Background: an optimization exercise with open tools, aiming at small area, a short achievable clock period and few clock cycles. Do not read the settings as production practice.
Where RTL was checked, it was by simulation tests only, not by an equivalence proof against the original.

==> v33 <==
==> flow/design.v <==
module frame_loader #(
    parameter int H_RES   = 640,
    parameter int V_RES   = 480,
    parameter int BPP     = 1,
    parameter int RAM_LAT = 1,
    parameter int ADDR_W  = 9,
    parameter int COORD_W = 11
) (
    input  logic           CLOCK_50,
    input  logic           reset_n,
    input  logic           start,
    input  logic           abort,
    input  logic           mirror,
    output logic           busy,
    output logic           done,
    output logic [ADDR_W-1:0]    read_addr,
    input  logic [H_RES*BPP-1:0] q,
    output logic [COORD_W-1:0]   pix_x,
    output logic [COORD_W-1:0]   pix_y,
    output logic [BPP-1:0]       pix_color,
    output logic                 pix_valid,
    input  logic                 pix_ready
);
    localparam int CW = 10;
    localparam logic [CW-1:0]     X_LAST = H_RES - 1;
    localparam logic [ADDR_W-1:0] Y_LAST = V_RES - 1;
    localparam logic [CW-1:0]     PRE_FWD = '1;
    localparam logic [CW-1:0]     PRE_REV = H_RES;
    logic              busy_q, done_q, valid_q, wait_q, mirror_q;
    logic [CW-1:0]     x_q;
    logic [ADDR_W-1:0] y_q;
    logic              color_q;
    logic          accept, row_end, frame_end, load;
    logic [CW-1:0] sel;
    assign accept    = valid_q && pix_ready && !abort;
    assign row_end   = x_q == (mirror_q ? '0 : X_LAST);
    assign frame_end = row_end && y_q == Y_LAST;
    assign load      = busy_q && !abort && (valid_q ? (pix_ready && !row_end) : !wait_q);
    assign sel       = mirror_q ? x_q - 1'b1 : x_q + 1'b1;
    always_ff @(posedge CLOCK_50 or negedge reset_n) begin
        if (!reset_n) begin
            busy_q  <= 1'b0;
            done_q  <= 1'b0;
            valid_q <= 1'b0;
            wait_q  <= 1'b0;
            y_q     <= '0;
        end else begin
            done_q <= 1'b0;
            if (!busy_q) begin
                if (start && !abort && !done_q) busy_q <= 1'b1;
                wait_q <= 1'b0;
            end else if (abort) begin
                busy_q  <= 1'b0;
                valid_q <= 1'b0;
                y_q     <= '0;
            end else if (valid_q) begin
                if (pix_ready && row_end) begin
                    valid_q <= 1'b0;
                    if (y_q == Y_LAST) begin
                        busy_q <= 1'b0;
                        done_q <= 1'b1;
                        y_q    <= '0;
                    end else begin
                        wait_q <= 1'b1;
                        y_q    <= y_q + 1'b1;
                    end
                end
            end else if (wait_q) begin
                wait_q <= 1'b0;
            end else begin
                valid_q <= 1'b1;
            end
        end
    end
    always_ff @(posedge CLOCK_50) begin
        if (!busy_q) begin
            mirror_q <= mirror;
            x_q      <= mirror ? PRE_REV : PRE_FWD;
        end else if (accept && row_end) begin
            x_q      <= mirror_q ? PRE_REV : PRE_FWD;
        end else if (load) begin
            x_q     <= sel;
            color_q <= q[sel];
        end
    end
    assign busy      = busy_q;
    assign done      = done_q;
    assign read_addr = y_q;
    assign pix_x     = {{(COORD_W-CW){1'b0}}, x_q};
    assign pix_y     = {{(COORD_W-ADDR_W){1'b0}}, y_q};
    assign pix_color = color_q;
    assign pix_valid = valid_q;
endmodule
==> flow/run.sh <==
#!/bin/bash
# synth_recipe.tcl (not shown) runs the flow's synth.tcl, then flattens the netlist and writes it again
# the make line also repeats each setting of config.mk as NAME=value (left out here)
make -C /OpenROAD-flow-scripts/flow DESIGN_CONFIG=/design/flow/config.mk WORK_HOME=/design/flow/orfs CLKGATE_MAP_FILE= SYNTH_SCRIPT=/design/flow/synth_recipe.tcl finish
==> flow/config.mk <==
export PLATFORM = sky130hd
export DESIGN_NAME = frame_loader
export DESIGN_NICKNAME = frame_loader
export VERILOG_FILES = /design/flow/design.v
export SDC_FILE = /design/flow/constraint.sdc
export NUM_CORES = 4
export LEC_CHECK = 0
export CAP_MARGIN = 20
export CORE_AREA = 10 10 290 290
export DIE_AREA = 0 0 300 300
export SLEW_MARGIN = 20
==> flow/constraint.sdc <==
create_clock -name core_clock -period 5.0 [get_ports {CLOCK_50}]
set_input_delay 1.0000 -clock core_clock [delete_from_list [all_inputs] [get_ports {CLOCK_50}]]
set_output_delay 1.0000 -clock core_clock [all_outputs]
set_load 0.01 [all_outputs]
==> v20 (differences from v33) <==
==> flow/design.v, changed modules only <==
module frame_loader #(
    parameter int H_RES   = 640,
    parameter int V_RES   = 480,
    parameter int BPP     = 1,
    parameter int RAM_LAT = 1,
    parameter int ADDR_W  = 9,
    parameter int COORD_W = 11
) (
    input  logic           CLOCK_50,
    input  logic           reset_n,
    input  logic           start,
    input  logic           abort,
    input  logic           mirror,
    output logic           busy,
    output logic           done,
    output logic [ADDR_W-1:0]    read_addr,
    input  logic [H_RES*BPP-1:0] q,
    output logic [COORD_W-1:0]   pix_x,
    output logic [COORD_W-1:0]   pix_y,
    output logic [BPP-1:0]       pix_color,
    output logic                 pix_valid,
    input  logic                 pix_ready
);
    localparam int CW = 10;
    localparam int NC = 32;           
    localparam int NG = H_RES / NC;   
    localparam logic [CW-1:0]     X_LAST = H_RES - 1;
    localparam logic [ADDR_W-1:0] Y_LAST = V_RES - 1;
    localparam logic [CW-1:0]     PRE_FWD = '1;
    localparam logic [CW-1:0]     PRE_REV = H_RES;
    logic              busy_q, done_q, valid_q, wait_q, prime_q, first_q;
    logic [ADDR_W-1:0] y_q;
    logic              mirror_q, last_q, color_q;
    logic [CW-1:0]     x_q;
    logic [NG-1:0]     grp_n;
    logic [3:0]        lo_q;      
    logic [7:0]        hi_q;      
    logic [4:0]        g_q;       
    logic hs, row_start, step, fill, mir;
    logic pix_d;
    assign hs        = valid_q && pix_ready;
    assign row_start = !busy_q || hs && last_q;    
    assign step      = first_q || hs && !last_q;   
    assign fill      = prime_q || step;            
    assign mir       = busy_q ? mirror_q : mirror;
    logic [CW-1:0] x_next, x_next2, x_step;
    assign x_next  = mirror_q ? x_q - 1'b1 : x_q + 1'b1;
    assign x_next2 = mirror_q ? x_q - 2'd2 : x_q + 2'd2;
    logic [CW-1:0] x_d;
    logic          color_d;
    logic [CW-1:0] x_pre;
    assign x_pre = mir ? PRE_REV : PRE_FWD;
    for (genvar i = 0; i < CW; i++) begin : g_xmux
        fl_mux u_step (.s(step), .a(x_next[i]), .b(x_q[i]), .y(x_step[i]));
        fl_mux u_row (.s(row_start), .a(x_pre[i]), .b(x_step[i]), .y(x_d[i]));
    end
    fl_mux u_cmux (.s(step), .a(pix_d), .b(color_q), .y(color_d));
    logic [NC-1:0] csel;
    logic [NG-1:0] grp_d;
    always_comb
        for (int k = 0; k < NC; k++) csel[k] = lo_q[k % 4] && hi_q[k / 4];
    for (genvar j = 0; j < NG; j++) begin : g_grp
        fl_grp u (.d(q[NC*j +: NC]), .sel(csel), .y_n(grp_d[j]));
    end
    logic [NG-1:0] gsel;
    always_comb
        for (int j = 0; j < NG; j++) gsel[j] = g_q == 5'(j);
    assign pix_d = |(~grp_n & gsel);
    always_ff @(posedge CLOCK_50 or negedge reset_n) begin
        if (!reset_n) begin
            busy_q  <= 1'b0;
            done_q  <= 1'b0;
            valid_q <= 1'b0;
            wait_q  <= 1'b0;
            prime_q <= 1'b0;
            first_q <= 1'b0;
            y_q     <= '0;
        end else begin
            done_q <= 1'b0;
            if (!busy_q) begin
                if (start && !abort && !done_q) busy_q <= 1'b1;
                prime_q <= 1'b1;
            end else if (abort) begin
                busy_q  <= 1'b0;
                valid_q <= 1'b0;
                wait_q  <= 1'b0;
                prime_q <= 1'b0;
                first_q <= 1'b0;
                y_q     <= '0;
            end else if (valid_q) begin
                if (pix_ready && last_q) begin
                    valid_q <= 1'b0;
                    if (y_q == Y_LAST) begin
                        busy_q <= 1'b0;
                        done_q <= 1'b1;
                        y_q    <= '0;
                    end else begin
                        wait_q <= 1'b1;
                        y_q    <= y_q + 1'b1;
                    end
                end
            end else if (wait_q) begin
                wait_q  <= 1'b0;
                prime_q <= 1'b1;
            end else if (prime_q) begin
                prime_q <= 1'b0;
                first_q <= 1'b1;
            end else if (first_q) begin
                first_q <= 1'b0;
                valid_q <= 1'b1;
            end
        end
    end
    always_ff @(posedge CLOCK_50) begin
        if (!busy_q) mirror_q <= mirror;
        if (row_start) begin
            last_q <= 1'b0;
            g_q    <= mir ? 5'(NG - 1) : 5'd0;
        end else if (step) begin
            last_q  <= x_next == (mirror_q ? '0 : X_LAST);
            g_q     <= x_next2[9:5];
        end
        x_q     <= x_d;
        color_q <= color_d;
        if (row_start) begin
            lo_q <= mir ? 4'b1000 : 4'b0001;
            hi_q <= mir ? 8'h80 : 8'h01;
        end else if (fill) begin
            lo_q <= mirror_q ? {lo_q[0], lo_q[3:1]} : {lo_q[2:0], lo_q[3]};
            if (mirror_q ? lo_q[0] : lo_q[3])
                hi_q <= mirror_q ? {hi_q[0], hi_q[7:1]} : {hi_q[6:0], hi_q[7]};
        end
        if (fill) grp_n <= grp_d;
    end
    assign busy      = busy_q;
    assign done      = done_q;
    assign read_addr = y_q;
    assign pix_x     = {{(COORD_W-CW){1'b0}}, x_q};
    assign pix_y     = {{(COORD_W-ADDR_W){1'b0}}, y_q};
    assign pix_color = color_q;
    assign pix_valid = valid_q;
endmodule
module fl_grp (
    input  logic [31:0] d,
    input  logic [31:0] sel,
    output logic        y_n
);
    assign y_n = !(|(d & sel));
endmodule
module fl_mux (
    input  logic s,
    input  logic a,
    input  logic b,
    output logic y
);
    assign y = s ? a : b;
endmodule
==> flow/flow/run.sh (new file) <==
#!/bin/bash
# The standard layout (standard.sh) with two changes to how it is made:
# every port is buffered by the smallest buffer, sky130_fd_sc_hd__buf_1,
# instead of the one buffer_ports picks; and the q pins are placed in bit
# order (flow/io.tcl) so that each 32-bit group of the colour select sits
# together on one edge.
set -euo pipefail
echo 'export BUFFER_PORTS_ARGS = -buffer_cell sky130_fd_sc_hd__buf_1' >> config.mk
echo "export IO_CONSTRAINTS = $PWD/flow/io.tcl" >> config.mk
if [[ -f flow/extra.mk ]]; then cat flow/extra.mk >> config.mk; fi
bash standard.sh > standard.log 2>&1
==> flow/flow/io.tcl (new file) <==
# q pins in bit order, 160 to a side, so each 32-bit group of the colour
# select sits together on one edge
set sides {bottom right top left}
for {set s 0} {$s < 4} {incr s} {
  set names {}
  for {set i [expr {$s * 160}]} {$i < [expr {($s + 1) * 160}]} {incr i} {
    lappend names "q\[$i\]"
  }
  set_io_pin_constraint -region [lindex $sides $s]:* -pin_names $names -group -order
}
==> flow/standard.sh (new file) <==
#!/bin/bash
# synth_recipe.tcl (not shown) runs the flow's synth.tcl, then flattens the netlist and writes it again
# the make line also repeats each setting of config.mk as NAME=value (left out here)
make -C /OpenROAD-flow-scripts/flow DESIGN_CONFIG=/design/flow/config.mk WORK_HOME=/design/flow/orfs CLKGATE_MAP_FILE= SYNTH_SCRIPT=/design/flow/synth_recipe.tcl "${@:-finish}"
Settings changed: BUFFER_PORTS_ARGS from default to -buffer_cell sky130_fd_sc_hd__buf_1, CORE_AREA 10 10 290 290 to 5 5 235 235, DIE_AREA 0 0 300 300 to 0 0 240 240, IO_CONSTRAINTS from default to /design/flow/flow/io.tcl, SETUP_SLACK_MARGIN from default to 3.0, SYNTH_HIERARCHICAL from default to 1, SYNTH_MINIMUM_KEEP_SIZE from default to 0.
removed: flow/run.sh
==> notes <==
Register-to-register slack: v33 is worse than v20 (2100 ps).
Of v20 and v33, v20 has the higher flip-flop and latch count (gap 40).
Against v20, the first-iteration DRC count of v33 is smaller by 77%.
Of v33 and v20, v20 has the higher via count (gap 28%, measured against v20).
Testbench counts of v33, summed over its fixed seeds: cycles 4,930,576.
No functional check of the RTL was part of v20.

==> afterwards: timing with drivers on the ports <==
The flow's constraints put no driver on any port. The routed layouts listed below were extracted and timed again, unchanged, in two steps. Step 1 sets driving cells, clkbuf_16 on the clock port and buf_2 on the other inputs (assumed; they add their load-dependent delay and slew). Step 2 moves the port delays by t, midway between the first and last clock arrival at a register: inputs arrive t later, outputs are due t later. That takes back most of the time a late clock gives input paths. Slacks: ideal / step 1 / step 2; pairs: ideal / step 1.
| run | t (ns) | setup slack, ns | pins driven straight from the clock port |
|---|---|---|---|
| v33 | 0.303 | 0.426 / 0.426 / 0.426 | 1 |
| v20 | 0.391 | 2.573 / 2.573 / 2.573 | 1 |
After both steps setup and hold are still met in every run listed.
